From an optimization exercise on the open Yosys and OpenROAD flow, aimed at small area; shortcuts taken in it are not production practice.
Only simulation tests tie the RTL to the original design; equivalence was not proved.
No activity file was given, so power comes from the tool's default toggle rates.

===== flow/flow/run.sh =====
#!/bin/bash
# Standard layout (standard.sh), with these changes:
#  - synthesis maps the logic with an area-oriented ABC script (flow/area.abc);
#    everything else in synthesis is synth_recipe.tcl as given
#  - the port buffers are made from the smallest buffer cell
#  - repair may not use the largest buffer cells (flow/small_bufs.tcl)
#  - a lighter clock tree: clkbuf_4 only, small sink clusters, no dummy loads
# make's whole output goes to standard_make.log; ORFS keeps each step's log
# under orfs/logs.
set -euo pipefail
W=$PWD
sed "s#@ABC@#$W/flow/area.abc#" flow/area_synth.tcl.in > "$W/area_synth.tcl"
export BUFFER_PORTS_ARGS="-buffer_cell sky130_fd_sc_hd__buf_1"
for s in FLOORPLAN GLOBAL_PLACE RESIZE REPAIR_TIMING_POST_PLACE CTS GLOBAL_ROUTE DETAIL_ROUTE; do
  export PRE_${s}_TCL="$W/flow/small_bufs.tcl"
done
export PRE_GLOBAL_PLACE_TCL="$W/flow/place_prep.tcl"
export CTS_ARGS="-sink_clustering_enable -repair_clock_nets -dont_use_dummy_load -buf_list {sky130_fd_sc_hd__clkbuf_4 sky130_fd_sc_hd__clkbuf_8}"
bash standard.sh finish SYNTH_SCRIPT="$W/area_synth.tcl" > standard_make.log 2>&1

===== flow/flow/area.abc =====
strash
dch
amap

===== flow/flow/area_synth.tcl.in =====
proc abc {args} {
  set i [lsearch -exact $args -script]
  if {$i >= 0} { lset args [expr {$i + 1}] @ABC@ }
  yosys abc {*}$args
}
proc synth {args} { yosys synth -nofsm -noshare {*}$args }
source $::env(SCRIPTS_DIR)/synth.tcl
# left out here: clear keep_hierarchy, flatten, clean up, hide names made inside functions, write 1_2_yosys.v

===== flow/flow/place_prep.tcl =====
# As timing-driven placement does: drop synthesis buffers before the ports get theirs
source [file join [file dirname [info script]] small_bufs.tcl]
remove_buffers

===== flow/flow/small_bufs.tcl =====
# Keep repair from reaching for the largest buffers
set_dont_use [get_lib_cells {sky130_fd_sc_hd__buf_6 sky130_fd_sc_hd__buf_8 sky130_fd_sc_hd__buf_12 sky130_fd_sc_hd__buf_16 sky130_fd_sc_hd__bufbuf_8 sky130_fd_sc_hd__bufbuf_16 sky130_fd_sc_hd__clkbuf_16}]

===== flow/standard.sh =====
#!/bin/bash
# synth_recipe.tcl (not shown) runs the flow's synth.tcl, then flattens the netlist and writes it again
# the make line also repeats each setting of config.mk as NAME=value (left out here)
make -C /OpenROAD-flow-scripts/flow DESIGN_CONFIG=/design/flow/config.mk WORK_HOME=/design/flow/orfs CLKGATE_MAP_FILE= SYNTH_SCRIPT=/design/flow/synth_recipe.tcl "${@:-finish}"

===== flow/config.mk =====
export PLATFORM = sky130hd
export DESIGN_NAME = vec_sequencer
export DESIGN_NICKNAME = vec_sequencer
export VERILOG_FILES = /design/flow/design.v
export SDC_FILE = /design/flow/constraint.sdc
export NUM_CORES = 4
export LEC_CHECK = 0
export CAP_MARGIN = 10
export CORE_MARGIN = 2
export CORE_UTILIZATION = 60
export GPL_TIMING_DRIVEN = 0
export SLEW_MARGIN = 10

===== flow/constraint.sdc =====
create_clock -name core_clock -period 6.0 [get_ports {clk_i}]
set_input_delay 1.2000 -clock core_clock [delete_from_list [all_inputs] [get_ports {clk_i}]]
set_output_delay 1.2000 -clock core_clock [all_outputs]
set_load 0.01 [all_outputs]

===== flow/design.v =====
package seq_pkg;
  typedef logic [$clog2(8)-1:0] vid_t;
  typedef logic [8-1:0] vinsn_vec_t;
  typedef logic [$clog2(32)-1:0] vreg_t;
  typedef enum logic [2:0] {
    VADD,
    VSUB,
    VMUL,
    VMACC,
    VLE,
    VSE
  } seq_op_e;
  typedef enum logic [1:0] {
    VFU_ALU,
    VFU_MFPU,
    VFU_LOAD,
    VFU_STORE
  } vfu_e;
  typedef enum logic {
    ST_IDLE,
    ST_WAIT
  } seq_state_e;
endpackage
module vec_sequencer (
  input  logic                            clk_i,
  input  logic                            rst_ni,
  input  logic                            req_valid_i,
  output logic                            req_ready_o,
  input  logic [2:0]                      req_op_i,
  input  logic [4:0]                      req_vs1_i,
  input  logic                            req_use_vs1_i,
  input  logic [4:0]                      req_vs2_i,
  input  logic                            req_use_vs2_i,
  input  logic [4:0]                      req_vd_i,
  input  logic                            req_use_vd_i,
  output logic                            resp_valid_o,
  output logic                            resp_error_o,
  output logic                            idle_o,
  output logic                            pe_req_valid_o,
  input  logic                            pe_req_ready_i,
  output logic [2:0]                      pe_req_id_o,
  output logic [2:0]                      pe_req_op_o,
  output logic [4:0]                      pe_req_vs1_o,
  output logic [4:0]                      pe_req_vs2_o,
  output logic [4:0]                      pe_req_vd_o,
  output logic [7:0]                      pe_hazard_vs1_o,
  output logic [7:0]                      pe_hazard_vs2_o,
  output logic [7:0]                      pe_hazard_vd_o,
  output logic [7:0]                      vinsn_running_o,
  output logic [63:0]                     hazard_table_o,
  input  logic [31:0]                     unit_done_i,
  input  logic                            addrgen_ack_i,
  input  logic                            addrgen_error_i
);
  localparam int NID = 6;
  logic is_alu, is_mfpu, is_ld, is_st;
  assign is_alu  = req_op_i[2:1] == 2'b00;
  assign is_mfpu = req_op_i[2:1] == 2'b01;
  assign is_ld   = req_op_i == 3'd4;
  assign is_st   = !is_alu && !is_mfpu && !is_ld;
  logic [NID-1:0] run_q;
  logic [1:0]     cnt_alu_q, cnt_mfpu_q;
  logic           busy_ld_q, busy_st_q;
  logic           wait_q;
  logic [NID-1:0][4:0] wreg_q, r1reg_q, r2reg_q;
  logic [NID-1:0]      wlast_q, r1last_q, r2last_q;
  logic           unit_free, issue;
  logic [NID-1:0] nsel;
  logic [2:0]     nid;
  assign unit_free = (is_alu  && !cnt_alu_q[1]) ||
                     (is_mfpu && !cnt_mfpu_q[1]) ||
                     (is_ld   && !busy_ld_q) ||
                     (is_st   && !busy_st_q);
  assign req_ready_o = !wait_q && !(pe_req_valid_o && !pe_req_ready_i) && unit_free;
  assign issue       = req_valid_i && req_ready_o;
  assign resp_valid_o = wait_q && addrgen_ack_i;
  assign resp_error_o = addrgen_error_i;
  always_comb begin
    nsel = '0;
    nid  = '0;
    for (int i = NID - 1; i >= 0; i--) begin
      if (!run_q[i]) begin
        nsel    = '0;
        nsel[i] = 1'b1;
        nid     = 3'(i);
      end
    end
  end
  logic [NID-1:0] done, keep, run_d;
  for (genvar i = 0; i < NID; i++) begin : gen_done
    assign done[i] = unit_done_i[i] | unit_done_i[8+i] | unit_done_i[16+i] | unit_done_i[24+i];
  end
  logic done_alu, done_mfpu, done_ld, done_st;
  assign done_alu  = |unit_done_i[NID-1:0];
  assign done_mfpu = |unit_done_i[8+NID-1:8];
  assign done_ld   = |unit_done_i[16+NID-1:16];
  assign done_st   = |unit_done_i[24+NID-1:24];
  assign keep  = run_q & ~done;
  assign run_d = keep | (issue ? nsel : '0);
  assign vinsn_running_o = 8'(run_q);
  assign idle_o          = ~|run_q;
  logic [NID-1:0] eq_w1, eq_w2, eq_wd;
  logic [NID-1:0] eq_a1, eq_a2, eq_ad;
  logic [NID-1:0] eq_b1, eq_b2, eq_bd;
  logic [NID-1:0] raw1, raw2, war, waw;
  logic [NID-1:0] hz1, hz2, hzd, hzany;
  for (genvar i = 0; i < NID; i++) begin : gen_cmp
    assign eq_w1[i] = wreg_q[i] == req_vs1_i;
    assign eq_w2[i] = wreg_q[i] == req_vs2_i;
    assign eq_wd[i] = wreg_q[i] == req_vd_i;
    assign eq_a1[i] = r1reg_q[i] == req_vs1_i;
    assign eq_a2[i] = r1reg_q[i] == req_vs2_i;
    assign eq_ad[i] = r1reg_q[i] == req_vd_i;
    assign eq_b1[i] = r2reg_q[i] == req_vs1_i;
    assign eq_b2[i] = r2reg_q[i] == req_vs2_i;
    assign eq_bd[i] = r2reg_q[i] == req_vd_i;
  end
  assign raw1 = req_use_vs1_i ? eq_w1 & wlast_q : '0;
  assign raw2 = req_use_vs2_i ? eq_w2 & wlast_q : '0;
  assign waw  = req_use_vd_i  ? eq_wd & wlast_q : '0;
  assign war  = req_use_vd_i  ? (eq_ad & r1last_q) | (eq_bd & r2last_q) : '0;
  assign hz1   = (raw1 | war) & keep;
  assign hz2   = (raw2 | war) & keep;
  assign hzd   = waw & keep;
  assign hzany = hz1 | hz2 | hzd;
  always_ff @(posedge clk_i or negedge rst_ni) begin
    if (!rst_ni) begin
      run_q          <= '0;
      cnt_alu_q      <= '0;
      cnt_mfpu_q     <= '0;
      busy_ld_q      <= 1'b0;
      busy_st_q      <= 1'b0;
      wait_q         <= 1'b0;
      pe_req_valid_o <= 1'b0;
    end else begin
      run_q <= run_d;
      if (issue && is_alu && !done_alu) cnt_alu_q <= cnt_alu_q + 2'd1;
      else if (!(issue && is_alu) && done_alu) cnt_alu_q <= cnt_alu_q - 2'd1;
      if (issue && is_mfpu && !done_mfpu) cnt_mfpu_q <= cnt_mfpu_q + 2'd1;
      else if (!(issue && is_mfpu) && done_mfpu) cnt_mfpu_q <= cnt_mfpu_q - 2'd1;
      if (issue && is_ld) busy_ld_q <= 1'b1;
      else if (done_ld) busy_ld_q <= 1'b0;
      if (issue && is_st) busy_st_q <= 1'b1;
      else if (done_st) busy_st_q <= 1'b0;
      if (wait_q) begin
        if (addrgen_ack_i) wait_q <= 1'b0;
      end else if (issue && (is_ld || is_st)) begin
        wait_q <= 1'b1;
      end
      pe_req_valid_o <= issue || (pe_req_valid_o && !pe_req_ready_i);
    end
  end
  logic [63:0] table_q;
  always_ff @(posedge clk_i or negedge rst_ni) begin
    if (!rst_ni) begin
      table_q <= '0;
    end else begin
      for (int r = 0; r < 8; r++) begin
        for (int j = 0; j < 8; j++) begin
          if (r == j || r >= NID || j >= NID) table_q[8*r+j] <= 1'b0;
          else table_q[8*r+j] <= (table_q[8*r+j] && keep[r] && keep[j]) ||
                                 (issue && nsel[r] && hzany[j]);
        end
      end
    end
  end
  assign hazard_table_o = table_q;
  always_ff @(posedge clk_i) begin
    if (issue) begin
      pe_req_id_o     <= nid;
      pe_req_op_o     <= req_op_i;
      pe_req_vs1_o    <= req_vs1_i;
      pe_req_vs2_o    <= req_vs2_i;
      pe_req_vd_o     <= req_vd_i;
      pe_hazard_vs1_o <= 8'(hz1);
      pe_hazard_vs2_o <= 8'(hz2);
      pe_hazard_vd_o  <= 8'(hzd);
      for (int i = 0; i < NID; i++) begin
        if (nsel[i]) begin
          wreg_q[i]  <= req_vd_i;
          r1reg_q[i] <= req_vs1_i;
          r2reg_q[i] <= req_vs2_i;
        end
      end
    end
  end
  logic [NID-1:0] set_w, set_r1, set_r2, kill_w, kill_r1, kill_r2;
  assign set_w   = (issue && req_use_vd_i)  ? nsel : '0;
  assign set_r1  = (issue && req_use_vs1_i) ? nsel : '0;
  assign set_r2  = (issue && req_use_vs2_i) ? nsel : '0;
  assign kill_w  = issue ? (nsel | (req_use_vd_i ? eq_wd : '0)) : '0;
  assign kill_r1 = issue ? (nsel | (req_use_vs1_i ? eq_a1 : '0) | (req_use_vs2_i ? eq_a2 : '0)) : '0;
  assign kill_r2 = issue ? (nsel | (req_use_vs1_i ? eq_b1 : '0) | (req_use_vs2_i ? eq_b2 : '0)) : '0;
  always_ff @(posedge clk_i) begin
    wlast_q  <= (wlast_q  & ~kill_w)  | set_w;
    r1last_q <= (r1last_q & ~kill_r1) | set_r1;
    r2last_q <= (r2last_q & ~kill_r2) | set_r2;
  end
endmodule

==> run notes <==
- Core Area: 15900 sq um
- Synth Instances: roughly 930
- Final Power: roughly 0.0027 W
- Layout cells sized above 1: approximately 4.2%
- Post-Place Cells: about 1.3k
- Hold WS: between 400 and 500 ps
- Remaining antenna violation count: 0
- Combinational cell fraction of total power: 17.1%
- Row Count: 46
- Sequential share of power: between 50% and 60%
- Worst-margin pin slew: ~1400 ps
- First-pass GRT wire length: approximately 48 mm
- NetSw: between 0.0007 and 0.0008 W
- Count of cell types in the netlist: 36
- Setup Skew: about 29 ps
- Number of global-route vias before repair: 8672
- Number of port buffers: between 100 and 150
- Setup ws final: about 750 ps
- Unrepaired setup endpoints after global routing: false
- Routed vias: between 9k and 10k
- Vias per cell: 7.21
- Nets: roughly 1.1k
- Met3 routed WL: 4.32 mm
- Clock Power Share: around a quarter
- Area grow syn2layout: 9.45%
- Sequential fraction of the synthesis area: around 55%
- Routed len/inst: 24.4 um
- Final Non-Filler Cells: about 1.3k
- CP Buf/Inv Count: 5
- Largest net degree at the start of global routing: 43
- Clock sink total: roughly 190
- Die width: 131 um
- Drt first-iter violations: 1753
- Int Power: 0.00190 W
- Run status: no timing/DRC/antenna violations
- Drt pass-1 iters: 8
- Leak pwr: 3.29 nW
- Clk Latency, worst-skew pair: between 400 and 500 ps
- H-tree Lvls: 4
- Seq cells post-synth: 191
- Initial antenna violation count: 0
- Maximum VDD drop: between 200 and 250 uV
- Met2 wire len: approximately 14 mm
- Final WL: 31.6 mm
- Post-synth EDFFs: around 130
- Synthesized area per cell: between 10 and 15 sq um
- Async set or reset register ratio after synthesis: a little under a quarter
- Top sig layer: met4
- Sw frac: 28.9%
- Drt drc: 0
- Arrival time at the worst endpoint: 5600 ps
- Ant diodes: 0
- Hold Path Class: register to register
- I/O Pins: 181
- Req. time, crit path: approximately 6400 ps
- Bufs on Longest Clock Path: 2
- Minimum clock period after layout: about 5200 ps
- Period utilization: roughly 87%
- Crit path max-delay family: simple AND/OR/NAND/NOR gates
- Crit path max fanout: between 40 and 50
- CTS Buf Count: 17
- Final Hold Fails: 0
- Cell breakdown of the critical path: buf_1 > clkinv_1 > nor3_1 > clkinv_1 > nand2_1 > nor2_1 > a2111oi_0 > nor3_1 > nand2_2 > clkinv_4 > nand3_1 > clkinv_1 > o32ai_1
- CP startpoint kind: primary input
- MaxCap Viol Count: 0
- Crit-path slowest cell: clkinv_1
- CP Class: primary input to register
- Initial core utilization: between 60 and 70%
- Clock transition at path regs: 70 ps
- Slew margin rel.: a little under a tenth
- CP max stage delay: 740 ps
- Achievable frequency: 191 MHz
- Crit path capture type: register
- Main flop type after synthesis: edfxtp_1
- CP dominant cell by count: clkinv_1
- Met1 WL: ~12 mm
- Post-DP HPWL: 18.8 mm
- DIE HEIGHT: about 130 um
- Max-slew violations: 0
- Synthesized cell area: about 9700 sq um
- Final setup viols: 0
- Die Area: ~17000 sq um
- Synth Warn #: 1
- PwrDens: 252 nW/um^2
- Tot GR Track Use: between 30% and 40%
- Post-CTS Hold Fix Bufs: 0
- GPL Wtd Cong: about 0.91
- CTS tree: done
- Postcts setup bufs: 0
- Core Util, Final: about two thirds
- Root Buffer: clkbuf_8
- GRT overflow: 0
- Pre-CTS setup slack: -582 ps
- Resized Gates After CTS: 1
-- layout make-up --
cell class,instances,area (sq um)
fillers,1270,5250
flip-flops and latches,191,5340
repair buffers,135,543
inverters,159,602
multi-input cells,577,3650
well taps,216,270
clock buffers,17,234
-- power groups by stage --
| stage | clock, W | combinational [W] | sequential, W |
|---|---|---|---|
| after floorplan | 0 | 0.000262 | 0.00161 |
| after global placement | 0 | 0.000430 | 0.00161 |
| after detailed placement | 0 | 0.000440 | 0.00161 |
| after CTS | 0.000646 | 0.000443 | 0.00158 |
| after global routing | 0.000689 | 0.000488 | 0.00159 |
| final | 0.000639 | 0.000459 | 0.00158 |
-- flip-flops by register name, summed over array words and instances, names as in the netlist, 2 cells and up --
name             cells
pe_req_vs1_o         5
r2reg_q             30
wreg_q              30
run_q                6
cnt_alu_q            2
pe_req_vs2_o         5
pe_req_op_o          3
r2last_q             6
cnt_mfpu_q           2
hazard_table_o      30
pe_hazard_vs2_o      6
pe_hazard_vs1_o      6
wlast_q              6
pe_req_id_o          3
pe_req_vd_o          5
pe_hazard_vd_o       6
r1last_q             6
r1reg_q             30
-- cells in the mapped netlist, drive strengths merged (18+ instances only) --
library cell	count	share of area, %
a2111oi	22	2.0
a21oi	20	1.0
a221oi	26	2.3
a222oi	34	3.5
buf	43	3.3
clkinv	159	6.1
dfrtp	44	11
dfxtp	18	3.7
edfxtp	129	40
nand2	18	0.70
nor2	57	2.2
nor3	21	1.1
nor4	35	2.3
o21ai	33	1.7
o221ai	18	1.6
o22ai	165	11
-- routing by layer --
metal	vias up	GRT usage [%]
met5	-	0
met4	0	18.1
met3	155	9.34
met2	805	54.0
met1	4369	48.7
li1	4014	-
-- cells in the final DEF (no fill, tap or decap), drive strengths merged --
cell type / count
o22ai: 165
clkinv: 159
buf: 133
edfxtp: 129
nor2: 57
dfrtp: 44
conb: 42
nor4: 35
a222oi: 34
o21ai: 33
a221oi: 26
a2111oi: 22
nor3: 21
a21oi: 20
clkbuf: 19
o221ai: 18
dfxtp: 18
nand2: 18
a32oi: 12
o211ai: 10
a31oi: 10
nand3: 9
nand4: 8
a22oi: 7
a211oi: 5
o32ai: 4
o2111ai: 3
a41oi: 3
nor3b: 3
nor2b: 2
or3: 2
xor2: 2
ha: 2
a311oi: 1
nor4b: 1
or2: 1
nand4b: 1
-- metrics by stage --
| step | setup TNS, ps | area, sq um |
|---|---|---|
| 2_1_floorplan | 0 | 9870 |
| 3_3_place_gp | -37770 | 10300 |
| 3_5_place_dp | -8360 | 10400 |
| 4_1_cts | 0 | 10600 |
| 5_1_grt | 0 | 10600 |
| 6_report | 0 | 10600 |
-- worst register-to-register path, cell delays in order, from the launching register on --
cell,delay [ps]
dfrtp_1,370
nor3_1,50
a2111oi_0,410
nor3_1,150
nand2_2,620
clkinv_4,530
nand3_1,660
clkinv_1,740
o32ai_1,450
-- kinds of logic after synthesis --
family	synth area share, %
compound gates	27.2
xor+xnor	0.180
fa+ha+maj	0.257
buf+inv	9.46
flops	54.9
other cells	0.0386
simple gates	7.94
-- final timing paths --
| kind | slack [ps] | endpoint | depth (start not counted) | startpoint |
|---|---|---|---|---|
| max reg2reg | 1930 | r1last_q[3]$_DFF_P_ | 8 | cnt_mfpu_q[1]$_DFFE_PN0P_ |
| min | 470 | cnt_mfpu_q[1]$_DFFE_PN0P_ | 1 | cnt_mfpu_q[1]$_DFFE_PN0P_ |
| min in group asynchronous | 580 | busy_ld_q$_DFFE_PN0P_ | 1 | rst_ni |
| max in group asynchronous | 4690 | hazard_table_o[3]$_DFF_PN0_ | 2 | rst_ni |
| min reg2reg | 470 | cnt_mfpu_q[1]$_DFFE_PN0P_ | 1 | cnt_mfpu_q[1]$_DFFE_PN0P_ |
| max | 750 | r1last_q[3]$_DFF_P_ | 13 | req_op_i[2] |

-- what the ideal ports hide --
In the flow no input, the clock included, has a driving cell. The finished layout below was timed again as built, in two steps.
Step 1, drivers: a clkbuf_16 drives clk_i and a buf_2 each remaining input, both assumed.
Step 2 times the ports against the registers' clock, not the clock port: input delays grow and output delays shrink by t, the midpoint of the rising clock arrivals with the driver on.
Three values: ideal, step 1, step 2; two values: the first two.
t (ns): 0.491
setup slack, ns: 0.751 / 0.766 / 0.274
worst setup path after step 2: input to register
latest minus earliest clock arrival (ns): 0.033 / 0.033
cell pins on the clock port's net: 1
After both steps this run still meets setup and hold. The setup slack of this run moves by +0.015 ns with the drivers and by -0.477 ns with both steps.
